This is an optimization exercise on Yosys and OpenROAD, whose aim is small area, not a production implementation. The RTL was checked by simulation tests, not by an equivalence proof against the original design.

## flow/design.v (module list and top-level ports; edited modules follow where they fit)
// module mac_round_sat: 28 lines
// module mac_fa: 7 lines
// module mac_ha: 7 lines
// module mac_cpa: 276 lines
// module mac_nch_acc: 986 lines
module mac_nch_acc #(
    parameter int DW     = 18,
    parameter int CW     = 28,
    parameter int NCH    = 4,
    parameter int GUARD  = 2,
    parameter int OSHIFT = 24,
    parameter int OW     = 20
) (
    input  logic                         clk,
    input  logic                         rst,
    input  logic                         iv,
    input  logic [DW-1:0]                din,
    input  logic [CW-1:0]                cin,
    input  logic [((NCH <= 1) ? 1 : $clog2(NCH))-1:0]     ch,
    input  logic                         first,
    input  logic                         last,
    output logic [OW-1:0]                dout,
    output logic [((NCH <= 1) ? 1 : $clog2(NCH))-1:0]     och,
    output logic                         ov,
    output logic                         ovf
);
  // ...
==> flow/flow/run.sh <==
#!/bin/bash
# Layout flow: the standard flow (standard.sh, with the standard synthesis
# unchanged) with
#  - plain buf_1 port buffers instead of the default delay-cell port buffers,
#  - clock tree synthesis without dummy loads, with clkbuf_4 buffers and
#    clusters of at most 10 sinks within 40 um.
# Each make run's full output goes to its own log file in this folder; ORFS's
# per-step logs are under orfs/logs/.
set -euo pipefail
bash standard.sh synth > flow_synth.log 2>&1
bash standard.sh \
    "BUFFER_PORTS_ARGS=-buffer_cell sky130_fd_sc_hd__buf_1" \
    "CTS_ARGS=-sink_clustering_enable -repair_clock_nets -dont_use_dummy_load -buf_list sky130_fd_sc_hd__clkbuf_4 -sink_clustering_size 10 -sink_clustering_max_diameter 40" \
    finish > flow_layout.log 2>&1
==> flow/standard.sh <==
#!/bin/bash
# synth_recipe.tcl (not shown) runs the flow's synth.tcl, then flattens the netlist and writes it again
# the make line also repeats each setting of config.mk as NAME=value (left out here)
make -C /OpenROAD-flow-scripts/flow DESIGN_CONFIG=/design/flow/config.mk WORK_HOME=/design/flow/orfs CLKGATE_MAP_FILE= SYNTH_SCRIPT=/design/flow/synth_recipe.tcl "${@:-finish}"
==> flow/config.mk <==
export PLATFORM = sky130hd
export DESIGN_NAME = mac_nch_acc
export DESIGN_NICKNAME = mac_nch_acc
export VERILOG_FILES = /design/flow/design.v
export SDC_FILE = /design/flow/constraint.sdc
export NUM_CORES = 4
export LEC_CHECK = 0
export CAP_MARGIN = 20
export CORE_MARGIN = 2
export CORE_UTILIZATION = 60
export SLEW_MARGIN = 20
export SYNTH_HIERARCHICAL = 1
export SYNTH_MINIMUM_KEEP_SIZE = 0
==> flow/constraint.sdc <==
create_clock -name core_clock -period 7.5 [get_ports {clk}]
set_input_delay 1.5000 -clock core_clock [delete_from_list [all_inputs] [get_ports {clk}]]
set_output_delay 1.5000 -clock core_clock [all_outputs]
set_load 0.01 [all_outputs]
==> flow_summary.yaml, run 1 <==
status:
  run_status: "complete, no violations"
critical_path:
  crit_path_cell_trace: "mux2i_1 -> ha_1 -> fa_1 -> fa_1 -> fa_1 -> fa_1 -> fa_1 -> fa_1 -> fa_1 -> fa_1 -> fa_1 -> a211oi_2 -> o21ai_2 -> o2111ai_4 -> a21o_2 -> nand2_1 -> a21o_1 -> a21o_1 -> fa_1 -> xor2_2 -> nand4_1 -> or4_1 -> nor3_2"
  reg2reg_slack_ps: 280
  crit_path_max_fanout: 4
min_path:
  whs_endpoint: "r4[20]"
grt:
  antenna_found_initial: 2
  met1_usage: 0.476
clock_tree:
  cts_resized: 0
  clkLatencyLatePin_ps: 800
drt:
  dr.first_iter.drc_count: 2073
  wl_um: 59700
  wl_per_cell_um: 24.4
  vias_per_cell: 6.44
  met2WireLength_um: 25300
cells_and_area:
  n_all_inverters: 87
  finish.utilization: 0.640
  multi_input_area_share: 0.521
  sh_seq_area: 0.385
  nonClkBufAreaFrac: 0.0378
  multi_input_area_mm2: 0.0126
  stdcell_count: 2452
synth:
  syn_inst: 1923
  ys_ff_latch: 361
sta:
  slew_headroom: 0.365
  min_period_ps: 7220
floorplanning:
  core_area_mm2: 0.0378
  die_w_um: 200
==> module mac_nch_acc, before the edit <==
module mac_nch_acc #(
    parameter int DW     = 18,
    parameter int CW     = 28,
    parameter int NCH    = 4,
    parameter int GUARD  = 2,
    parameter int OSHIFT = 24,
    parameter int OW     = 20
) (
    input  logic                         clk,
    input  logic                         rst,
    input  logic                         iv,
    input  logic [DW-1:0]                din,
    input  logic [CW-1:0]                cin,
    input  logic [((NCH <= 1) ? 1 : $clog2(NCH))-1:0]     ch,
    input  logic                         first,
    input  logic                         last,
    output logic [OW-1:0]                dout,
    output logic [((NCH <= 1) ? 1 : $clog2(NCH))-1:0]     och,
    output logic                         ov,
    output logic                         ovf
);
    localparam int AW = DW + CW + GUARD;    
    localparam int NR = DW / 2;             
    localparam int HW = AW - OSHIFT;        
    logic              v1, f1, l1;
    logic [1:0]        ch1;
    logic [3:0]        rd1;              
    logic [NR-1:0]     one, two, m1;
    logic              m2t;              
    logic [CW-1:0]     c1;
    logic [NR-1:0]     rone, rtwo, rm1;
    logic              rm2t;
    always_comb begin
        logic cy, s0, s1;
        cy = 1'b0;
        for (int i = 0; i < NR - 1; i++) begin
            s0 = din[2*i] ^ cy;
            s1 = din[2*i+1] ^ (din[2*i] & cy);
            cy = din[2*i+1] & (din[2*i] | cy);
            rone[i] = ~s1 & s0;
            rtwo[i] = s1 & ~s0;
            rm1[i]  = s1 & s0;
        end
        rone[NR-1] = ~din[DW-1] & (din[DW-2] ^ cy);
        rtwo[NR-1] = ~din[DW-1] & din[DW-2] & cy;
        rm1[NR-1]  = din[DW-1] & (din[DW-2] ^ cy);
        rm2t       = din[DW-1] & ~din[DW-2] & ~cy;
    end
    always_ff @(posedge clk or posedge rst) begin
        if (rst) v1 <= 1'b0;
        else     v1 <= iv;
    end
    always_ff @(posedge clk) begin
        rd1 <= rdsel;
        f1  <= first;
        l1  <= last;
        ch1 <= ch;
        one <= rone;
        two <= rtwo;
        m1  <= rm1;
        m2t <= rm2t;
        c1  <= cin;
    end
    logic [AW-1:0] acc0, acc1, acc2, acc3;
    logic [3:0]    z, znext, rdsel;
    logic [AW-1:0] arow, sum;
    always_comb begin
        znext = z;
        if (v1) znext[ch1] = 1'b0;
        for (int c = 0; c < 4; c++)
            rdsel[c] = (ch == 2'(c)) & ~first & ~znext[c];
    end
    assign arow = ~(({AW{rd1[0]}} & ~acc0) | ({AW{rd1[1]}} & ~acc1) |
                    ({AW{rd1[2]}} & ~acc2) | ({AW{rd1[3]}} & ~acc3));
    logic [NR-1:0]    m2, ppt, neg;
    logic [NR*CW-1:0] pp;
    assign m2 = {m2t, {(NR-1){1'b0}}};
    always_comb begin
        for (int i = 0; i < NR; i++) begin
            for (int j = 0; j < CW; j++)
                pp[i*CW+j] = ~((one[i] & c1[j]) | (m1[i] & ~c1[j]) |
                               (two[i] & ((j == 0) ? 1'b0 : c1[j-1])) |
                               (m2[i] & ((j == 0) ? 1'b1 : ~c1[j-1])));
            ppt[i] = ((one[i] | two[i]) & c1[CW-1]) | ((m1[i] | m2[i]) & ~c1[CW-1]);
            neg[i] = ~(m1[i] | m2[i]);
        end
    end
    logic [AW-1:0] ta, tb;
    logic s1;
    logic c2;
    logic s3;
    logic c4;
    logic s5;
    logic c6;
    logic s7;
    logic c8;
    logic s9;
    logic c10;
    logic s11;
    logic c12;
    logic s13;
    logic c14;
    logic s15;
    logic c16;
    logic s17;
    logic c18;
    logic s19;
    logic c20;
    logic s21;
    logic c22;
    logic s23;
    logic c24;
    logic s25;
    logic c26;
    logic s27;
    logic c28;
    logic s29;
    logic c30;
    logic s31;
    logic c32;
    logic s33;
    logic c34;
    logic s35;
    logic c36;
    logic s37;
    logic c38;
    logic s39;
    logic c40;
    logic s41;
    logic c42;
    logic s43;
    logic c44;
    logic s45;
    logic c46;
    logic s47;
    logic c48;
    logic s49;
    logic c50;
    logic s51;
    logic c52;
    logic s53;
    logic c54;
    logic s55;
    logic c56;
    logic s57;
    logic c58;
    logic s59;
    logic c60;
    logic s61;
    logic c62;
    logic s63;
    logic c64;
    logic s65;
    logic c66;
    logic s67;
    logic c68;
    logic s69;
    logic c70;
    logic s71;
    logic c72;
    logic s73;
    logic c74;
    logic s75;
    logic c76;
    logic s77;
    logic c78;
    logic s79;
    logic c80;
    logic s81;
    logic c82;
    logic s83;
    logic c84;
    logic s85;
    logic c86;
    logic s87;
    logic c88;
    logic s89;
    logic c90;
    logic s91;
    logic c92;
    logic s93;
    logic c94;
    logic s95;
    logic c96;
    logic s97;
    logic c98;
    logic s99;
    logic c100;
    logic s101;
    logic c102;
    logic s103;
    logic c104;
    logic s105;
    logic c106;
    logic s107;
    logic c108;
    logic s109;
    logic c110;
    logic s111;
    logic c112;
    logic s113;
    logic c114;
    logic s115;
    logic c116;
    logic s117;
    logic c118;
    logic s119;
    logic c120;
    logic s121;
    logic c122;
    logic s123;
    logic c124;
    logic s125;
    logic c126;
    logic s127;
    logic c128;
    logic s129;
    logic c130;
    logic s131;
    logic c132;
    logic s133;
    logic c134;
    logic s135;
    logic c136;
    logic s137;
    logic c138;
    logic s139;
    logic c140;
    logic s141;
    logic c142;
    logic s143;
    logic c144;
    logic s145;
    logic c146;
    logic s147;
    logic c148;
    logic s149;
    logic c150;
    logic s151;
    logic c152;
    logic s153;
    logic c154;
    logic s155;
    logic c156;
    logic s157;
    logic c158;
    logic s159;
    logic c160;
    logic s161;
    logic c162;
    logic s163;
    logic c164;
    logic s165;
    logic c166;
    logic s167;
    logic c168;
    logic s169;
    logic c170;
    logic s171;
    logic c172;
    logic s173;
    logic c174;
    logic s175;
    logic c176;
    logic s177;
    logic c178;
    logic s179;
    logic c180;
    logic s181;
    logic c182;
    logic s183;
    logic c184;
    logic s185;
    logic c186;
    logic s187;
    logic c188;
    logic s189;
    logic c190;
    logic s191;
    logic c192;
    logic s193;
    logic c194;
    logic s195;
    logic c196;
    logic s197;
    logic c198;
    logic s199;
    logic c200;
    logic s201;
    logic c202;
    logic s203;
    logic c204;
    logic s205;
    logic c206;
    logic s207;
    logic c208;
    logic s209;
    logic c210;
    logic s211;
    logic c212;
    logic s213;
    logic c214;
    logic s215;
    logic c216;
    logic s217;
    logic c218;
    logic s219;
    logic c220;
    logic s221;
    logic c222;
    logic s223;
    logic c224;
    logic s225;
    logic c226;
    logic s227;
    logic c228;
    logic s229;
    logic c230;
    logic s231;
    logic c232;
    logic s233;
    logic c234;
    logic s235;
    logic c236;
    logic s237;
    logic c238;
    logic s239;
    logic c240;
    logic s241;
    logic c242;
    logic s243;
    logic c244;
    logic s245;
    logic c246;
    logic s247;
    logic c248;
    logic s249;
    logic c250;
    logic s251;
    logic c252;
    logic s253;
    logic c254;
    logic s255;
    logic c256;
    logic s257;
    logic c258;
    logic s259;
    logic c260;
    logic s261;
    logic c262;
    logic s263;
    logic c264;
    logic s265;
    logic c266;
    logic s267;
    logic c268;
    logic s269;
    logic c270;
    logic s271;
    logic c272;
    logic s273;
    logic c274;
    logic s275;
    logic c276;
    logic s277;
    logic c278;
    logic s279;
    logic c280;
    logic s281;
    logic c282;
    logic s283;
    logic c284;
    logic s285;
    logic c286;
    logic s287;
    logic c288;
    logic s289;
    logic c290;
    logic s291;
    logic c292;
    logic s293;
    logic c294;
    logic s295;
    logic c296;
    logic s297;
    logic c298;
    logic s299;
    logic c300;
    logic s301;
    logic c302;
    logic s303;
    logic c304;
    logic s305;
    logic c306;
    logic s307;
    logic c308;
    logic s309;
    logic c310;
    logic s311;
    logic c312;
    logic s313;
    logic c314;
    logic s315;
    logic c316;
    logic s317;
    logic c318;
    logic s319;
    logic c320;
    logic s321;
    logic c322;
    logic s323;
    logic c324;
    logic s325;
    logic c326;
    logic s327;
    logic c328;
    logic s329;
    logic c330;
    logic s331;
    logic c332;
    logic s333;
    logic c334;
    logic s335;
    logic c336;
    logic s337;
    logic c338;
    logic s339;
    logic c340;
    logic s341;
    logic c342;
    logic s343;
    logic c344;
    logic s345;
    logic c346;
    logic s347;
    logic c348;
    logic s349;
    logic c350;
    logic s351;
    logic c352;
    logic s353;
    logic c354;
    logic s355;
    logic c356;
    logic s357;
    logic c358;
    logic s359;
    logic c360;
    logic s361;
    logic c362;
    logic s363;
    logic c364;
    logic s365;
    logic c366;
    logic s367;
    logic c368;
    logic s369;
    logic c370;
    logic s371;
    logic c372;
    logic s373;
    logic c374;
    logic s375;
    logic c376;
    logic s377;
    logic c378;
    logic s379;
    logic c380;
    logic s381;
    logic c382;
    logic s383;
    logic c384;
    logic s385;
    logic c386;
    logic s387;
    logic c388;
    logic s389;
    logic c390;
    logic s391;
    logic c392;
    logic s393;
    logic c394;
    logic s395;
    logic c396;
    logic s397;
    logic c398;
    logic s399;
    logic c400;
    logic s401;
    logic c402;
    logic s403;
    logic c404;
    logic s405;
    logic c406;
    logic s407;
    logic c408;
    logic s409;
    logic c410;
    logic s411;
    logic c412;
    logic s413;
    logic c414;
    logic s415;
    logic c416;
    logic s417;
    logic c418;
    logic s419;
    logic c420;
    logic s421;
    logic c422;
    logic s423;
    logic c424;
    logic s425;
    logic c426;
    logic s427;
    logic c428;
    logic s429;
    logic c430;
    logic s431;
    logic c432;
    logic s433;
    logic c434;
    logic s435;
    logic c436;
    logic s437;
    logic c438;
    logic s439;
    logic c440;
    logic s441;
    logic c442;
    logic s443;
    logic c444;
    logic s445;
    logic c446;
    logic s447;
    logic c448;
    logic s449;
    logic c450;
    logic s451;
    logic c452;
    logic s453;
    logic c454;
    logic s455;
    logic c456;
    logic s457;
    logic c458;
    logic s459;
    logic c460;
    logic s461;
    logic c462;
    logic s463;
    logic c464;
    logic s465;
    logic c466;
    logic s467;
    logic c468;
    logic s469;
    logic c470;
    logic s471;
    logic c472;
    logic s473;
    logic c474;
    logic s475;
    logic c476;
    logic s477;
    logic c478;
    logic s479;
    logic c480;
    logic s481;
    logic c482;
    logic s483;
    logic c484;
    logic s485;
    logic c486;
    logic s487;
    logic c488;
    logic s489;
    logic c490;
    logic s491;
    logic c492;
    logic s493;
    logic c494;
    logic s495;
    logic c496;
    logic s497;
    logic c498;
    logic s499;
    logic c500;
    logic s501;
    logic c502;
    logic s503;
    logic c504;
    logic s505;
    logic c506;
    logic s507;
    logic c508;
    logic s509;
    logic c510;
    logic s511;
    logic c512;
    logic s513;
    logic c514;
    logic s515;
    logic c516;
    logic s517;
    logic c518;
    logic s519;
    logic c520;
    logic s521;
    logic c522;
    logic s523;
    logic c524;
    logic s525;
    logic c526;
    logic s527;
    logic c528;
    logic s529;
    logic c530;
    logic s531;
    logic c532;
    logic s533;
    logic c534;
    logic s535;
    logic c536;
    logic s537;
    logic c538;
    logic s539;
    logic c540;
    logic s541;
    logic c542;
    logic s543;
    logic c544;
    mac_ha u_s1 (.a(neg[7]), .b(pp[14]), .s(s1), .co(c2));
    mac_ha u_s3 (.a(pp[15]), .b(pp[41]), .s(s3), .co(c4));
    mac_fa u_s5 (.a(neg[8]), .b(pp[16]), .c(pp[42]), .s(s5), .co(c6));
    mac_ha u_s7 (.a(pp[68]), .b(pp[94]), .s(s7), .co(c8));
    mac_fa u_s9 (.a(pp[17]), .b(pp[43]), .c(pp[69]), .s(s9), .co(c10));
    mac_ha u_s11 (.a(pp[95]), .b(pp[121]), .s(s11), .co(c12));
    mac_fa u_s13 (.a(pp[18]), .b(pp[44]), .c(pp[70]), .s(s13), .co(c14));
    mac_ha u_s15 (.a(pp[96]), .b(pp[122]), .s(s15), .co(c16));
    mac_fa u_s17 (.a(pp[19]), .b(pp[45]), .c(pp[71]), .s(s17), .co(c18));
    mac_ha u_s19 (.a(pp[97]), .b(pp[123]), .s(s19), .co(c20));
    mac_fa u_s21 (.a(pp[20]), .b(pp[46]), .c(pp[72]), .s(s21), .co(c22));
    mac_ha u_s23 (.a(pp[98]), .b(pp[124]), .s(s23), .co(c24));
    mac_fa u_s25 (.a(pp[21]), .b(pp[47]), .c(pp[73]), .s(s25), .co(c26));
    mac_ha u_s27 (.a(pp[99]), .b(pp[125]), .s(s27), .co(c28));
    mac_fa u_s29 (.a(pp[22]), .b(pp[48]), .c(pp[74]), .s(s29), .co(c30));
    mac_ha u_s31 (.a(pp[100]), .b(pp[126]), .s(s31), .co(c32));
    mac_fa u_s33 (.a(pp[23]), .b(pp[49]), .c(pp[75]), .s(s33), .co(c34));
    mac_ha u_s35 (.a(pp[101]), .b(pp[127]), .s(s35), .co(c36));
    mac_fa u_s37 (.a(pp[24]), .b(pp[50]), .c(pp[76]), .s(s37), .co(c38));
    mac_ha u_s39 (.a(pp[102]), .b(pp[128]), .s(s39), .co(c40));
    mac_fa u_s41 (.a(pp[25]), .b(pp[51]), .c(pp[77]), .s(s41), .co(c42));
    mac_ha u_s43 (.a(pp[103]), .b(pp[129]), .s(s43), .co(c44));
    mac_fa u_s45 (.a(pp[26]), .b(pp[52]), .c(pp[78]), .s(s45), .co(c46));
    mac_ha u_s47 (.a(pp[104]), .b(pp[130]), .s(s47), .co(c48));
    mac_fa u_s49 (.a(pp[27]), .b(pp[53]), .c(pp[79]), .s(s49), .co(c50));
    mac_ha u_s51 (.a(pp[105]), .b(pp[131]), .s(s51), .co(c52));
    assign s53 = ~(ppt[0] ^ pp[54]);
    assign c54 = ppt[0] | pp[54];
    mac_fa u_s55 (.a(pp[80]), .b(pp[106]), .c(pp[132]), .s(s55), .co(c56));
    assign s57 = ~(pp[55] ^ pp[81]);
    assign c58 = pp[55] | pp[81];
    mac_ha u_s59 (.a(pp[107]), .b(pp[133]), .s(s59), .co(c60));
    mac_fa u_s61 (.a(ppt[1]), .b(pp[82]), .c(pp[108]), .s(s61), .co(c62));
    assign s63 = ~pp[83];
    assign c64 = pp[83];
    mac_ha u_s65 (.a(neg[4]), .b(pp[8]), .s(s65), .co(c66));
    mac_ha u_s67 (.a(pp[9]), .b(pp[35]), .s(s67), .co(c68));
    mac_fa u_s69 (.a(neg[5]), .b(pp[10]), .c(pp[36]), .s(s69), .co(c70));
    mac_ha u_s71 (.a(pp[62]), .b(pp[88]), .s(s71), .co(c72));
    mac_fa u_s73 (.a(pp[11]), .b(pp[37]), .c(pp[63]), .s(s73), .co(c74));
    mac_ha u_s75 (.a(pp[89]), .b(pp[115]), .s(s75), .co(c76));
    mac_fa u_s77 (.a(neg[6]), .b(pp[12]), .c(pp[38]), .s(s77), .co(c78));
    mac_fa u_s79 (.a(pp[64]), .b(pp[90]), .c(pp[116]), .s(s79), .co(c80));
    mac_ha u_s81 (.a(pp[142]), .b(pp[168]), .s(s81), .co(c82));
    mac_fa u_s83 (.a(pp[13]), .b(pp[39]), .c(pp[65]), .s(s83), .co(c84));
    mac_fa u_s85 (.a(pp[91]), .b(pp[117]), .c(pp[143]), .s(s85), .co(c86));
    mac_ha u_s87 (.a(pp[169]), .b(arow[13]), .s(s87), .co(c88));
    mac_fa u_s89 (.a(pp[40]), .b(pp[66]), .c(pp[92]), .s(s89), .co(c90));
    mac_fa u_s91 (.a(pp[118]), .b(pp[144]), .c(pp[170]), .s(s91), .co(c92));
    mac_fa u_s93 (.a(pp[196]), .b(arow[14]), .c(s1), .s(s93), .co(c94));
    mac_fa u_s95 (.a(pp[67]), .b(pp[93]), .c(pp[119]), .s(s95), .co(c96));
    mac_fa u_s97 (.a(pp[145]), .b(pp[171]), .c(pp[197]), .s(s97), .co(c98));
    mac_fa u_s99 (.a(arow[15]), .b(c2), .c(s3), .s(s99), .co(c100));
    mac_fa u_s101 (.a(pp[120]), .b(pp[146]), .c(pp[172]), .s(s101), .co(c102));
    mac_fa u_s103 (.a(pp[198]), .b(pp[224]), .c(arow[16]), .s(s103), .co(c104));
    mac_fa u_s105 (.a(c4), .b(s5), .c(s7), .s(s105), .co(c106));
    mac_fa u_s107 (.a(pp[147]), .b(pp[173]), .c(pp[199]), .s(s107), .co(c108));
    mac_fa u_s109 (.a(pp[225]), .b(arow[17]), .c(c6), .s(s109), .co(c110));
    mac_fa u_s111 (.a(c8), .b(s9), .c(s11), .s(s111), .co(c112));
    mac_fa u_s113 (.a(pp[148]), .b(pp[174]), .c(pp[200]), .s(s113), .co(c114));
    mac_fa u_s115 (.a(pp[226]), .b(arow[18]), .c(c10), .s(s115), .co(c116));
    mac_fa u_s117 (.a(c12), .b(s13), .c(s15), .s(s117), .co(c118));
    mac_fa u_s119 (.a(pp[149]), .b(pp[175]), .c(pp[201]), .s(s119), .co(c120));
    mac_fa u_s121 (.a(pp[227]), .b(arow[19]), .c(c14), .s(s121), .co(c122));
    mac_fa u_s123 (.a(c16), .b(s17), .c(s19), .s(s123), .co(c124));
    mac_fa u_s125 (.a(pp[150]), .b(pp[176]), .c(pp[202]), .s(s125), .co(c126));
    mac_fa u_s127 (.a(pp[228]), .b(arow[20]), .c(c18), .s(s127), .co(c128));
    mac_fa u_s129 (.a(c20), .b(s21), .c(s23), .s(s129), .co(c130));
    mac_fa u_s131 (.a(pp[151]), .b(pp[177]), .c(pp[203]), .s(s131), .co(c132));
    mac_fa u_s133 (.a(pp[229]), .b(arow[21]), .c(c22), .s(s133), .co(c134));
    mac_fa u_s135 (.a(c24), .b(s25), .c(s27), .s(s135), .co(c136));
    mac_fa u_s137 (.a(pp[152]), .b(pp[178]), .c(pp[204]), .s(s137), .co(c138));
    mac_fa u_s139 (.a(pp[230]), .b(arow[22]), .c(c26), .s(s139), .co(c140));
    mac_fa u_s141 (.a(c28), .b(s29), .c(s31), .s(s141), .co(c142));
    mac_fa u_s143 (.a(pp[153]), .b(pp[179]), .c(pp[205]), .s(s143), .co(c144));
    mac_fa u_s145 (.a(pp[231]), .b(arow[23]), .c(c30), .s(s145), .co(c146));
    mac_fa u_s147 (.a(c32), .b(s33), .c(s35), .s(s147), .co(c148));
    mac_fa u_s149 (.a(pp[154]), .b(pp[180]), .c(pp[206]), .s(s149), .co(c150));
    mac_fa u_s151 (.a(pp[232]), .b(arow[24]), .c(c34), .s(s151), .co(c152));
    mac_fa u_s153 (.a(c36), .b(s37), .c(s39), .s(s153), .co(c154));
    mac_fa u_s155 (.a(pp[155]), .b(pp[181]), .c(pp[207]), .s(s155), .co(c156));
    mac_fa u_s157 (.a(pp[233]), .b(arow[25]), .c(c38), .s(s157), .co(c158));
    mac_fa u_s159 (.a(c40), .b(s41), .c(s43), .s(s159), .co(c160));
    mac_fa u_s161 (.a(pp[156]), .b(pp[182]), .c(pp[208]), .s(s161), .co(c162));
    mac_fa u_s163 (.a(pp[234]), .b(arow[26]), .c(c42), .s(s163), .co(c164));
    mac_fa u_s165 (.a(c44), .b(s45), .c(s47), .s(s165), .co(c166));
    mac_fa u_s167 (.a(pp[157]), .b(pp[183]), .c(pp[209]), .s(s167), .co(c168));
    mac_fa u_s169 (.a(pp[235]), .b(arow[27]), .c(c46), .s(s169), .co(c170));
    mac_fa u_s171 (.a(c48), .b(s49), .c(s51), .s(s171), .co(c172));
    mac_fa u_s173 (.a(pp[158]), .b(pp[184]), .c(pp[210]), .s(s173), .co(c174));
    mac_fa u_s175 (.a(pp[236]), .b(arow[28]), .c(c50), .s(s175), .co(c176));
    mac_fa u_s177 (.a(c52), .b(s53), .c(s55), .s(s177), .co(c178));
    mac_fa u_s179 (.a(pp[159]), .b(pp[185]), .c(pp[211]), .s(s179), .co(c180));
    mac_fa u_s181 (.a(pp[237]), .b(arow[29]), .c(c54), .s(s181), .co(c182));
    mac_fa u_s183 (.a(c56), .b(s57), .c(s59), .s(s183), .co(c184));
    mac_fa u_s185 (.a(pp[134]), .b(pp[160]), .c(pp[186]), .s(s185), .co(c186));
    mac_fa u_s187 (.a(pp[212]), .b(pp[238]), .c(arow[30]), .s(s187), .co(c188));
    mac_fa u_s189 (.a(c58), .b(c60), .c(s61), .s(s189), .co(c190));
    mac_fa u_s191 (.a(pp[109]), .b(pp[135]), .c(pp[161]), .s(s191), .co(c192));
    mac_fa u_s193 (.a(pp[187]), .b(pp[213]), .c(pp[239]), .s(s193), .co(c194));
    mac_fa u_s195 (.a(arow[31]), .b(c62), .c(s63), .s(s195), .co(c196));
    mac_fa u_s197 (.a(ppt[2]), .b(pp[110]), .c(pp[136]), .s(s197), .co(c198));
    mac_fa u_s199 (.a(pp[162]), .b(pp[188]), .c(pp[214]), .s(s199), .co(c200));
    mac_fa u_s201 (.a(pp[240]), .b(arow[32]), .c(c64), .s(s201), .co(c202));
    assign s203 = ~(pp[111] ^ pp[137]);
    assign c204 = pp[111] | pp[137];
    mac_fa u_s205 (.a(pp[163]), .b(pp[189]), .c(pp[215]), .s(s205), .co(c206));
    mac_ha u_s207 (.a(pp[241]), .b(arow[33]), .s(s207), .co(c208));
    mac_fa u_s209 (.a(ppt[3]), .b(pp[138]), .c(pp[164]), .s(s209), .co(c210));
    mac_fa u_s211 (.a(pp[190]), .b(pp[216]), .c(pp[242]), .s(s211), .co(c212));
    assign s213 = ~(pp[139] ^ pp[165]);
    assign c214 = pp[139] | pp[165];
    mac_ha u_s215 (.a(pp[191]), .b(pp[217]), .s(s215), .co(c216));
    mac_fa u_s217 (.a(ppt[4]), .b(pp[166]), .c(pp[192]), .s(s217), .co(c218));
    assign s219 = ~pp[167];
    assign c220 = pp[167];
    mac_ha u_s221 (.a(neg[2]), .b(pp[4]), .s(s221), .co(c222));
    mac_ha u_s223 (.a(pp[5]), .b(pp[31]), .s(s223), .co(c224));
    mac_fa u_s225 (.a(neg[3]), .b(pp[6]), .c(pp[32]), .s(s225), .co(c226));
    mac_ha u_s227 (.a(pp[58]), .b(pp[84]), .s(s227), .co(c228));
    mac_fa u_s229 (.a(pp[7]), .b(pp[33]), .c(pp[59]), .s(s229), .co(c230));
    mac_ha u_s231 (.a(pp[85]), .b(arow[7]), .s(s231), .co(c232));
    mac_fa u_s233 (.a(pp[34]), .b(pp[60]), .c(pp[86]), .s(s233), .co(c234));
    mac_fa u_s235 (.a(pp[112]), .b(arow[8]), .c(s65), .s(s235), .co(c236));
    mac_fa u_s237 (.a(pp[61]), .b(pp[87]), .c(pp[113]), .s(s237), .co(c238));
    mac_fa u_s239 (.a(arow[9]), .b(c66), .c(s67), .s(s239), .co(c240));
    mac_fa u_s241 (.a(pp[114]), .b(pp[140]), .c(arow[10]), .s(s241), .co(c242));
    mac_fa u_s243 (.a(c68), .b(s69), .c(s71), .s(s243), .co(c244));
    mac_fa u_s245 (.a(pp[141]), .b(arow[11]), .c(c70), .s(s245), .co(c246));
    mac_fa u_s247 (.a(c72), .b(s73), .c(s75), .s(s247), .co(c248));
    mac_fa u_s249 (.a(arow[12]), .b(c74), .c(c76), .s(s249), .co(c250));
    mac_fa u_s251 (.a(s77), .b(s79), .c(s81), .s(s251), .co(c252));
    mac_fa u_s253 (.a(c78), .b(c80), .c(c82), .s(s253), .co(c254));
    mac_fa u_s255 (.a(s83), .b(s85), .c(s87), .s(s255), .co(c256));
    mac_fa u_s257 (.a(c84), .b(c86), .c(s89), .s(s257), .co(c258));
    mac_fa u_s259 (.a(s91), .b(c88), .c(s93), .s(s259), .co(c260));
    mac_fa u_s261 (.a(c90), .b(c92), .c(s95), .s(s261), .co(c262));
    mac_fa u_s263 (.a(s97), .b(c94), .c(s99), .s(s263), .co(c264));
    mac_fa u_s265 (.a(c96), .b(c98), .c(s101), .s(s265), .co(c266));
    mac_fa u_s267 (.a(s103), .b(c100), .c(s105), .s(s267), .co(c268));
    mac_fa u_s269 (.a(c102), .b(s107), .c(c104), .s(s269), .co(c270));
    mac_fa u_s271 (.a(s109), .b(c106), .c(s111), .s(s271), .co(c272));
    mac_fa u_s273 (.a(c108), .b(s113), .c(c110), .s(s273), .co(c274));
    mac_fa u_s275 (.a(s115), .b(c112), .c(s117), .s(s275), .co(c276));
    mac_fa u_s277 (.a(c114), .b(s119), .c(c116), .s(s277), .co(c278));
    mac_fa u_s279 (.a(s121), .b(c118), .c(s123), .s(s279), .co(c280));
    mac_fa u_s281 (.a(c120), .b(s125), .c(c122), .s(s281), .co(c282));
    mac_fa u_s283 (.a(s127), .b(c124), .c(s129), .s(s283), .co(c284));
    mac_fa u_s285 (.a(c126), .b(s131), .c(c128), .s(s285), .co(c286));
    mac_fa u_s287 (.a(s133), .b(c130), .c(s135), .s(s287), .co(c288));
    mac_fa u_s289 (.a(c132), .b(s137), .c(c134), .s(s289), .co(c290));
    mac_fa u_s291 (.a(s139), .b(c136), .c(s141), .s(s291), .co(c292));
    mac_fa u_s293 (.a(c138), .b(s143), .c(c140), .s(s293), .co(c294));
    mac_fa u_s295 (.a(s145), .b(c142), .c(s147), .s(s295), .co(c296));
    mac_fa u_s297 (.a(c144), .b(s149), .c(c146), .s(s297), .co(c298));
    mac_fa u_s299 (.a(s151), .b(c148), .c(s153), .s(s299), .co(c300));
    mac_fa u_s301 (.a(c150), .b(s155), .c(c152), .s(s301), .co(c302));
    mac_fa u_s303 (.a(s157), .b(c154), .c(s159), .s(s303), .co(c304));
    mac_fa u_s305 (.a(c156), .b(s161), .c(c158), .s(s305), .co(c306));
    mac_fa u_s307 (.a(s163), .b(c160), .c(s165), .s(s307), .co(c308));
    mac_fa u_s309 (.a(c162), .b(s167), .c(c164), .s(s309), .co(c310));
    mac_fa u_s311 (.a(s169), .b(c166), .c(s171), .s(s311), .co(c312));
    mac_fa u_s313 (.a(c168), .b(s173), .c(c170), .s(s313), .co(c314));
    mac_fa u_s315 (.a(s175), .b(c172), .c(s177), .s(s315), .co(c316));
    mac_fa u_s317 (.a(c174), .b(s179), .c(c176), .s(s317), .co(c318));
    mac_fa u_s319 (.a(s181), .b(c178), .c(s183), .s(s319), .co(c320));
    mac_fa u_s321 (.a(c180), .b(s185), .c(s187), .s(s321), .co(c322));
    mac_fa u_s323 (.a(c182), .b(c184), .c(s189), .s(s323), .co(c324));
    mac_fa u_s325 (.a(c186), .b(s191), .c(s193), .s(s325), .co(c326));
    mac_fa u_s327 (.a(c188), .b(c190), .c(s195), .s(s327), .co(c328));
    mac_fa u_s329 (.a(c192), .b(c194), .c(s197), .s(s329), .co(c330));
    mac_fa u_s331 (.a(s199), .b(s201), .c(c196), .s(s331), .co(c332));
    mac_fa u_s333 (.a(c198), .b(c200), .c(s203), .s(s333), .co(c334));
    mac_fa u_s335 (.a(s205), .b(s207), .c(c202), .s(s335), .co(c336));
    mac_fa u_s337 (.a(arow[34]), .b(c204), .c(c206), .s(s337), .co(c338));
    mac_fa u_s339 (.a(s209), .b(s211), .c(c208), .s(s339), .co(c340));
    mac_fa u_s341 (.a(pp[243]), .b(arow[35]), .c(c210), .s(s341), .co(c342));
    mac_fa u_s343 (.a(c212), .b(s213), .c(s215), .s(s343), .co(c344));
    mac_fa u_s345 (.a(pp[218]), .b(pp[244]), .c(arow[36]), .s(s345), .co(c346));
    mac_fa u_s347 (.a(c214), .b(c216), .c(s217), .s(s347), .co(c348));
    mac_fa u_s349 (.a(pp[193]), .b(pp[219]), .c(pp[245]), .s(s349), .co(c350));
    mac_fa u_s351 (.a(arow[37]), .b(c218), .c(s219), .s(s351), .co(c352));
    mac_fa u_s353 (.a(ppt[5]), .b(pp[194]), .c(pp[220]), .s(s353), .co(c354));
    mac_fa u_s355 (.a(pp[246]), .b(arow[38]), .c(c220), .s(s355), .co(c356));
    assign s357 = ~(pp[195] ^ pp[221]);
    assign c358 = pp[195] | pp[221];
    mac_ha u_s359 (.a(pp[247]), .b(arow[39]), .s(s359), .co(c360));
    mac_fa u_s361 (.a(ppt[6]), .b(pp[222]), .c(pp[248]), .s(s361), .co(c362));
    assign s363 = ~pp[223];
    assign c364 = pp[223];
    mac_ha u_s365 (.a(neg[1]), .b(pp[2]), .s(s365), .co(c366));
    mac_ha u_s367 (.a(pp[3]), .b(pp[29]), .s(s367), .co(c368));
    mac_fa u_s369 (.a(pp[30]), .b(pp[56]), .c(arow[4]), .s(s369), .co(c370));
    mac_fa u_s371 (.a(pp[57]), .b(arow[5]), .c(c222), .s(s371), .co(c372));
    mac_fa u_s373 (.a(arow[6]), .b(c224), .c(s225), .s(s373), .co(c374));
    mac_fa u_s375 (.a(c226), .b(c228), .c(s229), .s(s375), .co(c376));
    mac_fa u_s377 (.a(c230), .b(s233), .c(c232), .s(s377), .co(c378));
    mac_fa u_s379 (.a(c234), .b(s237), .c(c236), .s(s379), .co(c380));
    mac_fa u_s381 (.a(c238), .b(s241), .c(c240), .s(s381), .co(c382));
    mac_fa u_s383 (.a(c242), .b(s245), .c(c244), .s(s383), .co(c384));
    mac_fa u_s385 (.a(c246), .b(s249), .c(c248), .s(s385), .co(c386));
    mac_fa u_s387 (.a(c250), .b(s253), .c(c252), .s(s387), .co(c388));
    mac_fa u_s389 (.a(c254), .b(s257), .c(c256), .s(s389), .co(c390));
    mac_fa u_s391 (.a(c258), .b(s261), .c(c260), .s(s391), .co(c392));
    mac_fa u_s393 (.a(c262), .b(s265), .c(c264), .s(s393), .co(c394));
    mac_fa u_s395 (.a(c266), .b(s269), .c(c268), .s(s395), .co(c396));
    mac_fa u_s397 (.a(c270), .b(s273), .c(c272), .s(s397), .co(c398));
    mac_fa u_s399 (.a(c274), .b(s277), .c(c276), .s(s399), .co(c400));
    mac_fa u_s401 (.a(c278), .b(s281), .c(c280), .s(s401), .co(c402));
    mac_fa u_s403 (.a(c282), .b(s285), .c(c284), .s(s403), .co(c404));
    mac_fa u_s405 (.a(c286), .b(s289), .c(c288), .s(s405), .co(c406));
    mac_fa u_s407 (.a(c290), .b(s293), .c(c292), .s(s407), .co(c408));
    mac_fa u_s409 (.a(c294), .b(s297), .c(c296), .s(s409), .co(c410));
    mac_fa u_s411 (.a(c298), .b(s301), .c(c300), .s(s411), .co(c412));
    mac_fa u_s413 (.a(c302), .b(s305), .c(c304), .s(s413), .co(c414));
    mac_fa u_s415 (.a(c306), .b(s309), .c(c308), .s(s415), .co(c416));
    mac_fa u_s417 (.a(c310), .b(s313), .c(c312), .s(s417), .co(c418));
    mac_fa u_s419 (.a(c314), .b(s317), .c(c316), .s(s419), .co(c420));
    mac_fa u_s421 (.a(c318), .b(s321), .c(c320), .s(s421), .co(c422));
    mac_fa u_s423 (.a(s325), .b(c322), .c(c324), .s(s423), .co(c424));
    mac_fa u_s425 (.a(c326), .b(s329), .c(c328), .s(s425), .co(c426));
    mac_fa u_s427 (.a(c330), .b(s333), .c(c332), .s(s427), .co(c428));
    mac_fa u_s429 (.a(s337), .b(c334), .c(s339), .s(s429), .co(c430));
    mac_fa u_s431 (.a(c338), .b(s341), .c(s343), .s(s431), .co(c432));
    mac_fa u_s433 (.a(s345), .b(c342), .c(c344), .s(s433), .co(c434));
    mac_fa u_s435 (.a(s349), .b(c346), .c(c348), .s(s435), .co(c436));
    mac_fa u_s437 (.a(c350), .b(s353), .c(s355), .s(s437), .co(c438));
    mac_fa u_s439 (.a(c354), .b(s357), .c(s359), .s(s439), .co(c440));
    mac_fa u_s441 (.a(arow[40]), .b(c358), .c(s361), .s(s441), .co(c442));
    mac_fa u_s443 (.a(pp[249]), .b(arow[41]), .c(c362), .s(s443), .co(c444));
    mac_fa u_s445 (.a(ppt[7]), .b(pp[250]), .c(arow[42]), .s(s445), .co(c446));
    assign s447 = ~pp[251];
    assign c448 = pp[251];
    mac_ha u_s449 (.a(neg[0]), .b(pp[0]), .s(s449), .co(c450));
    mac_ha u_s451 (.a(pp[1]), .b(arow[1]), .s(s451), .co(c452));
    mac_fa u_s453 (.a(pp[28]), .b(arow[2]), .c(s365), .s(s453), .co(c454));
    mac_fa u_s455 (.a(arow[3]), .b(c366), .c(s367), .s(s455), .co(c456));
    mac_fa u_s457 (.a(c368), .b(s221), .c(s369), .s(s457), .co(c458));
    mac_fa u_s459 (.a(s223), .b(c370), .c(s371), .s(s459), .co(c460));
    mac_fa u_s461 (.a(s227), .b(c372), .c(s373), .s(s461), .co(c462));
    mac_fa u_s463 (.a(s231), .b(c374), .c(s375), .s(s463), .co(c464));
    mac_fa u_s465 (.a(c376), .b(s235), .c(s377), .s(s465), .co(c466));
    mac_fa u_s467 (.a(s239), .b(c378), .c(s379), .s(s467), .co(c468));
    mac_fa u_s469 (.a(s243), .b(c380), .c(s381), .s(s469), .co(c470));
    mac_fa u_s471 (.a(s247), .b(c382), .c(s383), .s(s471), .co(c472));
    mac_fa u_s473 (.a(s251), .b(c384), .c(s385), .s(s473), .co(c474));
    mac_fa u_s475 (.a(s255), .b(c386), .c(s387), .s(s475), .co(c476));
    mac_fa u_s477 (.a(c388), .b(s259), .c(s389), .s(s477), .co(c478));
    mac_fa u_s479 (.a(s263), .b(c390), .c(s391), .s(s479), .co(c480));
    mac_fa u_s481 (.a(s267), .b(c392), .c(s393), .s(s481), .co(c482));
    mac_fa u_s483 (.a(s271), .b(c394), .c(s395), .s(s483), .co(c484));
    mac_fa u_s485 (.a(s275), .b(c396), .c(s397), .s(s485), .co(c486));
    mac_fa u_s487 (.a(s279), .b(c398), .c(s399), .s(s487), .co(c488));
    mac_fa u_s489 (.a(s283), .b(c400), .c(s401), .s(s489), .co(c490));
    mac_fa u_s491 (.a(s287), .b(c402), .c(s403), .s(s491), .co(c492));
    mac_fa u_s493 (.a(s291), .b(c404), .c(s405), .s(s493), .co(c494));
    mac_fa u_s495 (.a(s295), .b(c406), .c(s407), .s(s495), .co(c496));
    mac_fa u_s497 (.a(s299), .b(c408), .c(s409), .s(s497), .co(c498));
    mac_fa u_s499 (.a(s303), .b(c410), .c(s411), .s(s499), .co(c500));
    mac_fa u_s501 (.a(s307), .b(c412), .c(s413), .s(s501), .co(c502));
    mac_fa u_s503 (.a(s311), .b(c414), .c(s415), .s(s503), .co(c504));
    mac_fa u_s505 (.a(s315), .b(c416), .c(s417), .s(s505), .co(c506));
    mac_fa u_s507 (.a(s319), .b(c418), .c(s419), .s(s507), .co(c508));
    mac_fa u_s509 (.a(s323), .b(c420), .c(s421), .s(s509), .co(c510));
    mac_fa u_s511 (.a(s327), .b(c422), .c(s423), .s(s511), .co(c512));
    mac_fa u_s513 (.a(s331), .b(c424), .c(s425), .s(s513), .co(c514));
    mac_fa u_s515 (.a(s335), .b(c426), .c(s427), .s(s515), .co(c516));
    mac_fa u_s517 (.a(c336), .b(s429), .c(c428), .s(s517), .co(c518));
    mac_fa u_s519 (.a(c340), .b(s431), .c(c430), .s(s519), .co(c520));
    mac_fa u_s521 (.a(s347), .b(c432), .c(s433), .s(s521), .co(c522));
    mac_fa u_s523 (.a(s351), .b(c434), .c(s435), .s(s523), .co(c524));
    mac_fa u_s525 (.a(c352), .b(c436), .c(s437), .s(s525), .co(c526));
    mac_fa u_s527 (.a(c356), .b(s439), .c(c438), .s(s527), .co(c528));
    mac_fa u_s529 (.a(c360), .b(s441), .c(c440), .s(s529), .co(c530));
    mac_fa u_s531 (.a(s363), .b(s443), .c(c442), .s(s531), .co(c532));
    mac_fa u_s533 (.a(c364), .b(s445), .c(c444), .s(s533), .co(c534));
    mac_fa u_s535 (.a(arow[43]), .b(s447), .c(c446), .s(s535), .co(c536));
    mac_fa u_s537 (.a(ppt[8]), .b(arow[44]), .c(c448), .s(s537), .co(c538));
    assign s539 = ~arow[45];
    assign c540 = arow[45];
    assign s541 = ~arow[46];
    assign c542 = arow[46];
    assign s543 = ~arow[47];
    assign c544 = arow[47];
    assign ta = {c542, c540, c538, c536, c534, c532, c530, c528, c526, c524, c522, c520, c518, c516, c514, c512, c510, c508, c506, c504, c502, c500, c498, c496, c494, c492, c490, c488, c486, c484, c482, c480, c478, c476, c474, c472, c470, c468, c466, c464, c462, c460, c458, c456, c454, c452, c450, s449};
    assign tb = {s543, s541, s539, s537, s535, s533, s531, s529, s527, s525, s523, s521, s519, s517, s515, s513, s511, s509, s507, s505, s503, s501, s499, s497, s495, s493, s491, s489, s487, s485, s483, s481, s479, s477, s475, s473, s471, s469, s467, s465, s463, s461, s459, s457, s455, s453, s451, arow[0]};
    mac_cpa u_cpa (.a(ta), .b(tb), .s(sum));
    always_ff @(posedge clk) begin
        if (v1 && ch1 == 2'd0) acc0 <= sum;
        if (v1 && ch1 == 2'd1) acc1 <= sum;
        if (v1 && ch1 == 2'd2) acc2 <= sum;
        if (v1 && ch1 == 2'd3) acc3 <= sum;
    end
    always_ff @(posedge clk or posedge rst) begin
        if (rst) z <= 4'hf;
        else     z <= znext;
    end
    logic          v2;
    logic [1:0]    ch2;
    logic [HW-1:0] h2;
    logic          b2, o2;
    always_ff @(posedge clk or posedge rst) begin
        if (rst) v2 <= 1'b0;
        else     v2 <= v1 & l1;
    end
    always_ff @(posedge clk) begin
        ch2 <= ch1;
        h2  <= sum[AW-1:OSHIFT];
        b2  <= sum[OSHIFT-1];
        o2  <= &sum[OSHIFT-2:0];
    end
    logic [OW-1:0] rs_dout;
    logic          rs_ovf;
    mac_round_sat #(.HW(HW), .OW(OW)) u_round_sat (
        .hin   (h2),
        .halfn (b2),
        .restn (o2),
        .dout (rs_dout),
        .ovf  (rs_ovf)
    );
    logic          v3, v4;
    logic [1:0]    ch3, ch4;
    logic [OW:0]   r3, r4;
    always_ff @(posedge clk or posedge rst) begin
        if (rst) begin
            v3 <= 1'b0;
            v4 <= 1'b0;
        end else begin
            v3 <= v2;
            v4 <= v3;
        end
    end
    always_ff @(posedge clk) begin
        ch3 <= ch2;
        r3  <= {rs_ovf, rs_dout};
        ch4 <= ch3;
        r4  <= r3;
    end
    always_ff @(posedge clk or posedge rst) begin
        if (rst) begin
            dout <= '0;
            och  <= '0;
            ovf  <= 1'b0;
            ov   <= 1'b0;
        end else begin
            ov <= v4;
            if (v4) begin
                dout <= r4[OW-1:0];
                ovf  <= r4[OW];
                och  <= ch4;
            end
        end
    end
endmodule
==> run 2: changes to the inputs <==
--- a/flow/design.v
+++ b/flow/design.v
@@ -40,6 +40,12 @@
     assign s  = a ^ b;
     assign co = a & b;
 endmodule
+module mac_pps (
+    input  logic a1, a2, b1, b2, c1, c2,
+    output logic y
+);
+    assign y = ~((a1 & a2) | (b1 & b2) | (c1 & c2));
+endmodule
 module mac_cpa (input logic [47:0] a, b, output logic [47:0] s);
   logic [8:0] rc;
   assign rc[0] = 1'b0;
@@ -392,14 +398,26 @@
                     ({AW{rd1[2]}} & ~acc2) | ({AW{rd1[3]}} & ~acc3));
     logic [NR-1:0]    m2, ppt, neg;
     logic [NR*CW-1:0] pp;
-    assign m2 = {m2t, {(NR-1){1'b0}}};
+    logic [CW-1:0]    c1n;
+    assign m2  = {m2t, {(NR-1){1'b0}}};
+    assign c1n = ~c1;
+    for (genvar i = 0; i < NR - 1; i++) begin : g_row
+        for (genvar j = 1; j < CW; j++) begin : g_bit
+            mac_pps u_pps (.a1(one[i]), .a2(c1[j]), .b1(two[i]), .b2(c1[j-1]),
+                           .c1(m1[i]), .c2(c1n[j]), .y(pp[i*CW+j]));
+        end
+    end
     always_comb begin
         for (int i = 0; i < NR; i++) begin
-            for (int j = 0; j < CW; j++)
-                pp[i*CW+j] = ~((one[i] & c1[j]) | (m1[i] & ~c1[j]) |
-                               (two[i] & ((j == 0) ? 1'b0 : c1[j-1])) |
-                               (m2[i] & ((j == 0) ? 1'b1 : ~c1[j-1])));
-            ppt[i] = ((one[i] | two[i]) & c1[CW-1]) | ((m1[i] | m2[i]) & ~c1[CW-1]);
+            if (i == NR - 1) begin
+                for (int j = 0; j < CW; j++)
+                    pp[i*CW+j] = ~((one[i] & c1[j]) | (m1[i] & c1n[j]) |
+                                   (two[i] & ((j == 0) ? 1'b0 : c1[j-1])) |
+                                   (m2[i] & ((j == 0) ? 1'b1 : c1n[j-1])));
+            end else begin
+                pp[i*CW] = ~((one[i] & c1[0]) | (m1[i] & c1n[0]));
+            end
+            ppt[i] = ((one[i] | two[i]) & c1[CW-1]) | ((m1[i] | m2[i]) & c1n[CW-1]);
             neg[i] = ~(m1[i] | m2[i]);
         end
     end
==> flow_summary.yaml, run 2 <==
status:
  run_status: "complete, no violations"
clock_tree:
  path_clk_slew_ps: 100
  cts_root_buffer: "clkbuf_4"
  cts_tree: "yes"
  cts_buffers: 49
  cts_buffer_depth: 3
  clkLatencyLatePin_ps: 820
  htree_num_levels: 2
  cts_hold_buf: 0
  cts_sinks: 361
min_path:
  hold_class: "reg2reg"
  hold_path.startpoint: "r3[8]"
  hold_depth: 0
  whs_endpoint: "r4[8]"
synth:
  ys_seq_area_frac: 0.426
  synthFlopType: "edfxtp_1"
  synthArstFlopShare: 0.0886
  synth_top_cell_by_area: "edfxtp_1"
  syn-cell-area_mm2: 0.0219
  syn_inst: 1604
  yosysMostFrequentCell: "fa_1"
  synthTopCellsByArea: "edfxtp_1 (26%), fa_1 (23%), dfxtp_1 (13%)"
  synth_edf_count: 192
  synth_common_cells: "fa_1 (256), a222oi_1 (216), edfxtp_1 (192), dfxtp_1 (137), inv_1 (118)"
  synth_top_area_share: 0.264
  ys_ff_latch: 361
  synth_warnings: 7
  synth_nets: 2022
  netlist-cell-type-count: 63
  avgSynthCellArea_um2: 13.6
job:
  drv_cap: 0
drt:
  wl_um: 61600
  dr.first_iter.drc_count: 3332
  vias: 15700
  ant_nets: 0
  wl_per_cell_um: 27.5
  wl_met3_um: 8350
  vias_per_cell: 7.02
  remaining_drc_errors: 0
  highest_layer: "met4"
  first_pass_iters: 22
  met2WireLength_um: 25300
  wl_met1_um: 25600
cells_and_area:
  layout_commonest_cell: "fa_1"
  mostFrequentLayoutCells: "fa_1 (255), a222oi_1 (216), edfxtp_1 (192)"
  num-fill-cells: 2709
  stdcell_count: 2242
  layout-drive-gt1-share: 0.114
  fin_nets: 2198
  ff_latch_area_mm2: 0.00932
  final_area_mm2: 0.0236
  area_growth_pct: 8.02
  multi_input_area_mm2: 0.0119
place:
  dp_hpwl_um: 44700
  placed_area_mm2: 0.0232
  io_buffers: 76
  gp_congestion: 1.01
  dp_cells: 2188
critical_path:
  worst-path-buf-inv: 0
  path_class: "reg2reg"
  path_delay_family: "adder cells"
  crit_path_max_fanout: 5
  crit_required_ps: 8190
  rr_endpoint: "o2"
  crit_path_cell_trace: "mux2i_1 -> ha_1 -> fa_1 -> fa_1 -> fa_1 -> fa_1 -> fa_1 -> fa_1 -> fa_1 -> fa_1 -> fa_1 -> a211oi_2 -> o21ai_2 -> o2111ai_4 -> a21o_2 -> nand2_1 -> a21o_1 -> a21o_1 -> fa_2 -> nand4_1 -> or4_1 -> nor3_2"
  r2r_start: "c1[0]"
  cp.depth: 22
  crit_path_frequent_cell: "fa_1"
  cpMaxStageDelayCell: "fa_2"
  slowest_delay_ps: 570
  arrival_ps: 7980
  reg2reg_slack_ps: 210
  r2r_cells: 22
  start_kind: "flip-flop"
  end_kind: "flip-flop"
grt:
  antenna_found_initial: 2
  gr-usage-all-layers: 0.333
  overflow: 0
  grt_pass1_wl_um: 95200
  grt_max_degree: 50
  grt_pass1_vias: 15600
floorplanning:
  rows: 69
  die_w_um: 195
  dieHeight_um: 195
  core_area_mm2: 0.0357
  die_area_mm2: 0.0380
  initial_core_util: 0.611
  io_pins: 77
sta:
  period_share: 0.972
  fmax_mhz: 137
  worst_pin_slew_ps: 1160
  min_period_ps: 7290
  slew_headroom: 0.226
  setup_viol: 0
  hold_violations: 0
  clock_skew_ps: 153
  drv_slew: 0
-- run 2: cell types whose count changed in the layout (fill, tap and decap cells not counted), moves of 21 or more --
| cell | previous run | this run |
|---|---|---|
| mux2_2 | 46 | 23 |
| a221oi_1 | 199 | 2 |
| a21oi_1 | 23 | 44 |
| inv_1 | 83 | 115 |
| a222oi_1 | 0 | 216 |
| nor2_1 | 264 | 88 |
-- run 2: timing repair --
item                       CTS  global route
setup endpoints to repair    1             2
resized for setup            1             6
hold endpoints to repair     0             0
pin swaps                    0             3
setup buffers                0             2
-- run 2: worst max-delay path by stage --
stage | endpoint | slack [ps] | from
2_1_floorplan | o2 | 120 | m1[0]
3_3_place_gp | o2 | 170 | c1[2]
3_5_place_dp | o2 | 50 | c1[2]
4_1_cts | o2 | 40 | c1[2]
5_1_grt | o2 | -1 | c1[1]
6_report | o2 | 210 | c1[0]
-- run 2: kinds of logic after synthesis --
family	after synthesis	synth area share
buffers and inverters	159	0.0290
other	1	0.000172
and+or+nand+nor	196	0.0450
AOI/OAI and AO/OA	461	0.175
xor gates and xnor gates	29	0.0116
muxes	32	0.0160
DFF	361	0.426
adders and majority gates	365	0.297
-- run 2: worst reg2reg max path: cells and delay by family, from the launching register on --
kind            cells  cell delay, ps
fa+ha+maj          11            4510
compound gates      6            1200
simple gates        4             910
flops               1             360
mux                 1             210
-- run 2: per-module statistics from Yosys, one instance, submodules excluded, a selection --
module       copies in the design  flops+latches
mac_fa                        236              0
mac_cpa                         1              0
mac_nch_acc                     1            361
mac_pps                       216              0
mac_ha                         52              0
-- run 2: area by class of cell --
class	instances	share of cell area
Timing Repair Buffer	163	0.0398
Antenna cell	3	0.000318
Clock buffer	49	0.0156
Tap cell	461	0.0244
Inverter	121	0.0192
Multi-Input combinational cell	1084	0.506
Sequential cell	361	0.395
-- run 2: per-layer routing --
metal	global-route usage	vias up
met5	0	-
met4	0.0984	0
met3	0.114	183
met2	0.473	1115
met1	0.489	7758
li1	-	6676
-- run 2: metrics by stage --
stage	worst slack, ps	utilization	setup TNS [ps]	hold slack, ps
after floorplan	117	-	0	310
after global placement	171	0.649	0	311
after detailed placement	53.7	0.649	0	312
after CTS	37.2	0.659	0	254
after global routing	-1.16	0.660	-1.16	274
final	208	0.660	0	282
==> run 3: changes to the inputs <==
--- a/flow/design.v
+++ b/flow/design.v
@@ -346,7 +346,7 @@
     localparam int AW = DW + CW + GUARD;    
     localparam int NR = DW / 2;             
     localparam int HW = AW - OSHIFT;        
-    logic              v1, f1, l1;
+    logic              v1, l1;
     logic [1:0]        ch1;
     logic [3:0]        rd1;              
     logic [NR-1:0]     one, two, m1;
@@ -376,7 +376,6 @@
     end
     always_ff @(posedge clk) begin
         rd1 <= rdsel;
-        f1  <= first;
         l1  <= last;
         ch1 <= ch;
         one <= rone;
@@ -402,24 +401,20 @@
     assign m2  = {m2t, {(NR-1){1'b0}}};
     assign c1n = ~c1;
     for (genvar i = 0; i < NR - 1; i++) begin : g_row
+        assign pp[i*CW] = ~((one[i] & c1[0]) | (m1[i] & c1n[0]));
         for (genvar j = 1; j < CW; j++) begin : g_bit
             mac_pps u_pps (.a1(one[i]), .a2(c1[j]), .b1(two[i]), .b2(c1[j-1]),
                            .c1(m1[i]), .c2(c1n[j]), .y(pp[i*CW+j]));
         end
     end
-    always_comb begin
-        for (int i = 0; i < NR; i++) begin
-            if (i == NR - 1) begin
-                for (int j = 0; j < CW; j++)
-                    pp[i*CW+j] = ~((one[i] & c1[j]) | (m1[i] & c1n[j]) |
-                                   (two[i] & ((j == 0) ? 1'b0 : c1[j-1])) |
-                                   (m2[i] & ((j == 0) ? 1'b1 : c1n[j-1])));
-            end else begin
-                pp[i*CW] = ~((one[i] & c1[0]) | (m1[i] & c1n[0]));
-            end
-            ppt[i] = ((one[i] | two[i]) & c1[CW-1]) | ((m1[i] | m2[i]) & c1n[CW-1]);
-            neg[i] = ~(m1[i] | m2[i]);
-        end
+    assign pp[(NR-1)*CW] = ~((one[NR-1] & c1[0]) | (m1[NR-1] & c1n[0]) | m2t);
+    for (genvar j = 1; j < CW; j++) begin : g_top
+        assign pp[(NR-1)*CW+j] = ~((one[NR-1] & c1[j]) | (m1[NR-1] & c1n[j]) |
+                                   (two[NR-1] & c1[j-1]) | (m2t & c1n[j-1]));
+    end
+    for (genvar i = 0; i < NR; i++) begin : g_sign
+        assign ppt[i] = ((one[i] | two[i]) & c1[CW-1]) | ((m1[i] | m2[i]) & c1n[CW-1]);
+        assign neg[i] = ~(m1[i] | m2[i]);
     end
     logic [AW-1:0] ta, tb;
     logic s1;
==> flow_summary.yaml, run 3 <==
drt:
  wl_um: 62100
  remaining_drc_errors: 0
  wl_per_cell_um: 27.7
  first_pass_iters: 19
  vias: 15800
  vias_per_cell: 7.03
  dr.first_iter.drc_count: 3492
  ant_nets: 0
critical_path:
  rr_endpoint: "o2"
  crit_path_max_fanout: 5
  end_kind: "flip-flop"
  cpMaxStageDelayCell: "fa_2"
  r2r_cells: 22
  crit_path_cell_trace: "mux2i_1 -> ha_1 -> fa_1 -> fa_1 -> fa_1 -> fa_1 -> fa_1 -> fa_1 -> fa_1 -> fa_1 -> fa_1 -> a211oi_2 -> o21ai_2 -> o2111ai_4 -> a21o_2 -> nand2_1 -> a21o_1 -> a21o_1 -> fa_2 -> nand4_1 -> or4_1 -> nor3_2"
  start_kind: "flip-flop"
  reg2reg_slack_ps: 330
  path_class: "reg2reg"
  slowest_delay_ps: 580
  r2r_start: "c1[0]"
  arrival_ps: 7860
  crit_required_ps: 8190
  crit_path_frequent_cell: "fa_1"
clock_tree:
  cts_sinks: 361
  path_clk_slew_ps: 110
  htree_num_levels: 2
  cts_buffer_depth: 3
  cts_root_buffer: "clkbuf_4"
  cts_tree: "yes"
  cts_hold_buf: 0
  cts_buffers: 52
  clkLatencyLatePin_ps: 820
place:
  io_buffers: 76
  gp_congestion: 1.01
  dp_hpwl_um: 45200
  dp_slack_ps: 17.4
  placed_area_mm2: 0.0232
cells_and_area:
  area_growth_pct: 8.16
  layout_commonest_cell: "fa_1"
  final_area_mm2: 0.0236
  fin_nets: 2200
  layout-drive-gt1-share: 0.116
  mostFrequentLayoutCells: "fa_1 (255), a222oi_1 (216), edfxtp_1 (192)"
synth:
  synth_top_area_share: 0.264
  netlist-cell-type-count: 63
  ys_ff_latch: 361
  synth_nets: 2022
  ys_seq_area_frac: 0.426
  synth_warnings: 7
  avgSynthCellArea_um2: 13.6
  synth_top_cell_by_area: "edfxtp_1"
  synthArstFlopShare: 0.0886
  yosysMostFrequentCell: "fa_1"
  synth_edf_count: 192
  syn-cell-area_mm2: 0.0219
  synth_common_cells: "fa_1 (256), a222oi_1 (216), edfxtp_1 (192), dfxtp_1 (137), inv_1 (118)"
  synthTopCellsByArea: "edfxtp_1 (26%), fa_1 (23%), dfxtp_1 (13%)"
  syn_inst: 1604
  synthFlopType: "edfxtp_1"
floorplanning:
  die_w_um: 195
  core_area_mm2: 0.0357
  initial_core_util: 0.611
  io_pins: 77
  dieHeight_um: 195
  rows: 69
  die_area_mm2: 0.0380
sta:
  worst_pin_slew_ps: 1100
  setup_tns_ps: 0
  rsz0062_at_grt: "no"
  setup_viol: 0
  slew_headroom: 0.269
  hold_violations: 0
  clock_skew_ps: 139
  final.setup.worst_slack_ps: 333
  fmax_mhz: 140
  period_share: 0.956
  drv_slew: 0
  min_period_ps: 7170
grt:
  antenna_found_initial: 2
  grtUsageMet3: 0.0996
  grt_max_degree: 50
  grt_pass1_wl_um: 95700
  grt_pass1_vias: 16000
  met1_usage: 0.492
  overflow: 0
  met2_usage: 0.472
  grt_most_used_layer: "met1"
  gr-usage-all-layers: 0.334
min_path:
  hold_path.startpoint: "r3[5]"
  hold_class: "reg2reg"
  hold_depth: 0
  whs_endpoint: "r4[5]"
job:
  drv_cap: 0
status:
  run_status: "complete, no violations"
[run 3: area by class of cell]
class / count / area (um2)
fill: 2732 / 12100
multi-input combinational: 1084 / 11900
sequential: 361 / 9320
timing repair buffer: 162 / 947
tap: 461 / 577
inverter: 121 / 454
clock buffer: 52 / 390
antenna: 2 / 5.00
[run 3: layer usage]
| metal | part of all wire | vias to the layer above | wire length (um) |
|---|---|---|---|
| met1 | 0.42 | 7835 | 25900 |
| met3 | 0.13 | 185 | 7830 |
| met4 | 0.039 | 0 | 2410 |
| met5 | 0 | - | 0 |
| li1 | - | 6678 | - |
| met2 | 0.42 | 1074 | 25900 |
[run 3: modules after synthesis, one instance, submodules excluded, excerpt]
| module | cells inside | cell area, um2 | copies in the design |
|---|---|---|---|
| mac_fa | 1 | 20.0 | 236 |
| mac_nch_acc | 863 | 12300 | 1 |
| mac_pps | 1 | 10.0 | 216 |
| mac_cpa | 183 | 1680 | 1 |
| mac_ha | 1 | 12.5 | 52 |
[run 3: through the flow]
stage / hold slack, ps / instances / util
floorplan: 310 / 1604 / -
global placement: 311 / 2187 / 0.649
detailed placement: 312 / 2187 / 0.649
CTS: 288 / 2239 / 0.660
global route: 308 / 2242 / 0.661
finish: 285 / 2243 / 0.661
[run 3: timing repair]
action,CTS,global route
setup endpoints to repair,0,1
setup buffers,0,1
resized for setup,0,9
hold endpoints to repair,0,0
[run 3: kinds of logic (layout without fill, tap and decap cells)]
group,after synthesis,in the layout,synth area share
mux,32,32,0.0160
buf+inv,159,335,0.0290
compound gates,461,461,0.175
flops,361,361,0.426
other cells,1,3,0.000172
fa+ha+maj,365,365,0.297
simple gates,196,196,0.0450
xor+xnor,29,29,0.0116
[run 3: worst max-delay path, delay by kind of cell (launching register included)]
| family | cells | cell delay (ps) |
|---|---|---|
| adders and majority gates | 11 | 4570 |
| AOI/OAI and AO/OA | 6 | 1150 |
| and+or+nand+nor | 4 | 890 |
| DFF | 1 | 340 |
| muxes | 1 | 210 |
[run 3: worst max-delay path by stage]
stage          start  end  slack [ps]
5_1_grt        c1[0]   o2          20
2_1_floorplan  m1[0]   o2         120
3_3_place_gp   c1[1]   o2         220
3_5_place_dp   c1[1]   o2          20
4_1_cts        c1[1]   o2          40
6_report       c1[0]   o2         330

port drivers added, routing unchanged:
In the flow no input, the clock included, has a driving cell. The finished layouts below were timed again as built, in two steps. Step 1, drivers: a clkbuf_16 drives clk and a buf_2 each remaining input, both assumed. Step 2 also shifts input and output timing later by t, the mid clock arrival at the registers, as if the neighbouring blocks saw the same clock. Three values: ideal ports, drivers, drivers and shift; two values: the first two.
run	t, ns	setup slack, ns	latest minus earliest clock arrival (ns)
run 1	0.788	0.283 / 0.283 / 0.283	0.128 / 0.129
run 2	0.791	0.208 / 0.208 / 0.208	0.154 / 0.154
run 3	0.807	0.333 / 0.333 / 0.333	0.144 / 0.144
After both steps setup and hold are still met in every run listed.
